From an optimization exercise on the open Yosys and OpenROAD flow, aimed at small area and few clock cycles per item; shortcuts taken in it are not production practice. Function was checked by simulation only, so behaviour that the tests miss may differ from the original. Power and IR drop assume default switching activity.

$ cat flow/design.v
package bitonic_topk_merge_pkg;
   localparam int unsigned ELEM_W    = 16;
   localparam int unsigned K_DEFAULT = 16;
   typedef logic signed [ELEM_W-1:0] elem_t;
   typedef elem_t [K_DEFAULT-1:0]     vec_t;
   function automatic integer log2k(input integer k);
      log2k = $clog2(k);
   endfunction
endpackage
module compare_swap_asc
(
   input  bitonic_topk_merge_pkg::elem_t a_i,
   input  bitonic_topk_merge_pkg::elem_t b_i,
   output bitonic_topk_merge_pkg::elem_t lo_c_o,
   output bitonic_topk_merge_pkg::elem_t hi_c_o
);
   logic swap_c;
   assign swap_c = (a_i > b_i);
   assign lo_c_o = swap_c ? b_i : a_i;
   assign hi_c_o = swap_c ? a_i : b_i;
endmodule
module bitonic_merge_layer
#(
   parameter int unsigned K = 16,
   parameter int unsigned D = 8
)
(
   input  logic          clk,
   input  logic          rst,
   input  logic          en_i,
   input  logic          valid_i,
   input  bitonic_topk_merge_pkg::elem_t [K-1:0] data_i,
   output logic          valid_o,
   output bitonic_topk_merge_pkg::elem_t [K-1:0] data_o
);
   bitonic_topk_merge_pkg::elem_t [K-1:0] data_d;
   bitonic_topk_merge_pkg::elem_t [K-1:0] data_q;
   logic          valid_q;
   for (genvar i = 0; i < int'(K); i++) begin : g_pair
      if ((i & int'(D)) == 0) begin : g_cas
         compare_swap_asc u_cas (
            .a_i    (data_i[i]),
            .b_i    (data_i[i+int'(D)]),
            .lo_c_o (data_d[i]),
            .hi_c_o (data_d[i+int'(D)])
         );
      end
   end
   always_ff @(posedge clk) begin
      if (rst) begin
         data_q  <= '0;
         valid_q <= 1'b0;
      end else if (en_i) begin
         data_q  <= data_d;
         valid_q <= valid_i;
      end
   end
   assign data_o  = data_q;
   assign valid_o = valid_q;
endmodule
module bitonic_topk_merge
#(
   parameter int unsigned K = 16
)
(
   input  logic                  clk,
   input  logic                  rst,
   input  logic                  in_valid,
   output logic                  in_ready,
   input  logic [K*bitonic_topk_merge_pkg::ELEM_W-1:0]   in_data,
   output logic                  out_valid,
   input  logic                  out_ready,
   output logic [K*bitonic_topk_merge_pkg::ELEM_W-1:0]   out_data
);
   localparam int unsigned LOG2K = bitonic_topk_merge_pkg::log2k(K);
   logic          en;
   logic          stage_valid [LOG2K+1];
   bitonic_topk_merge_pkg::elem_t [K-1:0] stage_data  [LOG2K+1];
   assign en       = out_ready | ~out_valid;
   assign in_ready = en;
   assign stage_valid[0] = in_valid & en;
   assign stage_data[0]  = in_data;
   for (genvar s = 0; s < int'(LOG2K); s++) begin : g_layer
      bitonic_merge_layer #(
         .K (K),
         .D (K >> (s + 1))
      ) u_layer (
         .clk     (clk),
         .rst     (rst),
         .en_i    (en),
         .valid_i (stage_valid[s]),
         .data_i  (stage_data[s]),
         .valid_o (stage_valid[s+1]),
         .data_o  (stage_data[s+1])
      );
   end
   assign out_valid = stage_valid[LOG2K];
   assign out_data  = stage_data[LOG2K];
endmodule
$ cat flow/config.mk
export PLATFORM = sky130hd
export DESIGN_NAME = bitonic_topk_merge
export DESIGN_NICKNAME = bitonic_topk_merge
export VERILOG_FILES = /design/flow/design.v
export SDC_FILE = /design/flow/constraint.sdc
export NUM_CORES = 4
export LEC_CHECK = 0
export CAP_MARGIN = 20
export CORE_MARGIN = 2
export CORE_UTILIZATION = 40
export PLACE_DENSITY = 0.6
export SLEW_MARGIN = 20
$ cat flow/run.sh
#!/bin/bash
# synth_recipe.tcl (not shown) runs the flow's synth.tcl, then flattens the netlist and writes it again
# the make line also repeats each setting of config.mk as NAME=value (left out here)
make -C /OpenROAD-flow-scripts/flow DESIGN_CONFIG=/design/flow/config.mk WORK_HOME=/design/flow/orfs CLKGATE_MAP_FILE= SYNTH_SCRIPT=/design/flow/synth_recipe.tcl finish
$ cat flow/constraint.sdc
create_clock -name core_clock -period 5.0 [get_ports {clk}]
set_input_delay 1.0000 -clock core_clock [delete_from_list [all_inputs] [get_ports {clk}]]
set_output_delay 1.0000 -clock core_clock [all_outputs]
set_load 0.01 [all_outputs]
==> summary.txt <==
## cells in the mapped netlist, types with 25 or more instances
master	count
clkbuf_1	417
a211oi_1	455
a21oi_1	213
buf_2	60
nand2b_1	34
a2111oi_0	248
nand2_1	187
a2111oi_1	204
a2111oi_2	62
nor3_1	529
nand3_1	27
o21a_1	49
ha_1	512
nand4_1	63
and3_1	25
buf_6	48
a221oi_1	65
inv_1	577
mux2i_1	449
o21ai_0	71
nor2b_1	26
a21o_1	44
dfxtp_1	1028
nor2_1	1498
## worst max-delay path by stage
stage,endpoint,depth (start not counted)
after floorplan,in_ready,7
after global placement,g_layer[0].u_layer.data_q[102],11
after detailed placement,g_layer[0].u_layer.data_q[109],11
after CTS,in_ready,4
after global routing,in_ready,4
final,in_ready,4
## area by class of cell
cell class                 instances  area [sq um]  area share
multi-input combinational       4938         34100       0.490
sequential                      1028         20600       0.296
timing repair buffer             627          6360      0.0914
clock buffer                     174          3440      0.0495
tap                             1930          2410      0.0347
inverter                         577          2170      0.0313
clock inverter                    43           440     0.00633
antenna                           14          35.0    0.000504
## worst min-delay path, stage by stage (launching register included)
cell,delay [ps]
dfxtp_1,310
nand2_1,50
a21oi_1,50
## stage by stage
step,hold slack [ps],util,instances,instance area [sq um]
6_report,458,0.472,9331,69500
5_1_grt,485,0.472,9327,69500
4_1_cts,462,0.471,9312,69400
3_5_place_dp,453,0.444,9095,65500
3_3_place_gp,442,0.444,9095,65500
2_1_floorplan,432,-,7094,59200
## placed cells by master, fill, tap and decap left out, drive strengths merged, types with 66 or more instances in the layout
cell              n
nor2           1498
dfxtp          1028
nor3            536
a21oi           223
a211oi          455
clkbuf          174
inv             584
nand2           187
mux2i           449
a2111oi         520
ha              512
buf             111
clkdlybuf4s50   516
o21ai            72
a221oi           66
## metal layers
| layer | up-vias | global-route usage | wire [microns] |
|---|---|---|---|
| li1 | 26053 | - | - |
| met2 | 1646 | 0.431 | 96100 |
| met5 | - | 0 | 276 |
| met1 | 25925 | 0.397 | 101000 |
| met4 | 40 | 0.0915 | 6650 |
| met3 | 317 | 0.0623 | 17600 |
## power groups by stage
stage	Sequential (uW)	Clock, uW	Combinational (uW)
after floorplan	11700	0	10800
after CTS	12500	8960	14500
after global placement	12700	0	14200
after global routing	12700	9280	16100
final	12600	8820	14700
after detailed placement	12700	0	14500
## logic make-up after synthesis
logic type | share of synthesized area
buf+inv | 0.0799
fa+ha+maj | 0.108
flops | 0.348
mux | 0.0759
simple gates | 0.176
compound gates | 0.213
## registers in the layout (all words and copies together) (netlist names)
name	flops
g_layer.u_layer.data_q	1024
g_layer.u_layer.valid_q	4
==> summary.txt <==
Status: no timing/DRC/antenna violations
Syn Nets: 7866
Hold path start: g_layer[2].u_layer.valid_q
Post-route setup TNS: 0 ps
CP most frequent cell: clkdlybuf4s50_1
H-tree depth: 3
Fmax: 265 MHz
WHS Endpoint: g_layer[2].u_layer.valid_q
Hold Path Depth: 2
# Max-Cap Violations: 0
Nets: 8061
Half-perimeter wire length after placement: 170 mm
Worst-skew pair later-pin latency: 740 ps
RePlAce Congestion: 0.959
PortBufs: 517
DP Worst Slack: 823 ps
Worst hold path class: flop to flop
Cell family with most CP delay: buffers and inverters
Crit Path Class: primary input to output pin
Primary FF master, synth: dfxtp_1
FF+latch count, synth: 1028
Worst Skew: 25.9 ps
CP max FO: 64
Crit-path slowest cell: clkdlybuf4s50_1
Vias in the first global route: 49611
Critical R2R Capture: g_layer[2].u_layer.data_q[226]
Vias/cell: 5.79
Overall via count from detail_route: 53981
Post-synth EDFFs: 0
Required @ worst endpoint: 4000 ps
Final Hold Viols: 0
CTS Buffer Depth: 3
Pre-antenna DRT Iters: 5
Die Wd: 389 microns
Num rows: 141
Worst Setup SP: out_ready
Post-Syn Area: 59200 sq um
Final worst setup slack: 1220 ps
Power Total: 36100 uW
Area Growth Syn to Fin: 17.4%
Max-slew violations: 0
Synth Warn #: 9
Tmin final: 3780 ps
Critical path cell sequence: clkdlybuf4s50_1, nor2b_4, inv_8, clkdlybuf4s50_1
Final worst path period share: 0.756
Crit. End Element: output pin
R2R cell count: 10
Delay of the slowest critical-path stage: 580 ps
R2R setup slack: 1510 ps
Wire length of the first global-routing pass: 327 mm
Hold buffers post-CTS: 0
CP startpoint kind: primary input
Mapped Cells: 7094
Drt total wl: 221 mm
Buf+Inv Stages, Crit Path: 3
Gr usage total: 0.283
Reg2Reg Launch Point: g_layer[1].u_layer.data_q[239]
Synth cell types: 55
Clock sinks: 1028
CTS tree: done
# setup viols final: 0
Effective utilization at floorplan: 0.402
CTS Buf Count: 117
Synth async-reset ratio: 0
Clk pin slew, worst setup/hold paths: 60 ps
Synth area leader: dfxtp_1
Initial antenna violation count: 37
Sw Ratio: 0.389
Seq/Total Area, Yosys: 0.348
Clock share of power: 0.244
Die H: 389 microns
Internal: 22100 uW
Iteration-0 DRC Markers: 5033
DRC: 0
Post-route ant nets: 0
GRT overflow: 0
Setup repair after global routing missed its margin: no
Share of power burned in registers: 0.348
Static leakage: 0.0292 uW
Fillers: 14239
Peak VDD IR: 0.402 mV
Worst slew margin: 0.224
Power density over the cells: 520 nW/um^2
Die footprint: 151000 sq um
Core Region: 147000 sq um
Share of cells above drive strength 1: 0.0583
Routed wire per std cell: 23.7 microns
Ports: 518
Post-Syn Area per Cell: 8.35 sq um
Combinational fraction of design power: 0.408
# resized after CTS: 0
Largest net degree at the start of global routing: 234
Post-CTS Repair Setup Buffers: 0
Tightest Pin Transition: 1160 ps
Psw: 14100 uW
Root buffer cell: clkbuf_16
Worst path arrival time: 2780 ps
Synth top area cells: dfxtp_1, ha_1, nor2_1, mux2i_1, a211oi_1
Post-synth top area share: 0.348
Testbench counts, summed over its fixed seeds: cycles 2,080, items 2,048.

[afterwards: timing with drivers on the ports]
The results above use ideal ports. As a check the final layout listed here was re-extracted and re-timed, cells and wires unchanged. Step 1, drivers: a clkbuf_16 drives clk and a buf_2 each remaining input, both assumed. Step 2 times the ports against the registers' clock, not the clock port: input delays grow and output delays shrink by t, the midpoint of the rising clock arrivals with the driver on. Three values: no drivers, after step 1, after step 2; two values: the first two.
t (ns): 0.811
slack for setup (ns): 1.221 / 1.192 / 0.696
worst setup path after step 2: input to register
clock arrival spread, ns: 0.030 / 0.031
pins driven straight from the clock port: 1
After both steps setup and hold are still met in this run. For this run, drivers alone change the setup slack by -0.029 ns; drivers and shift together by -0.525 ns.
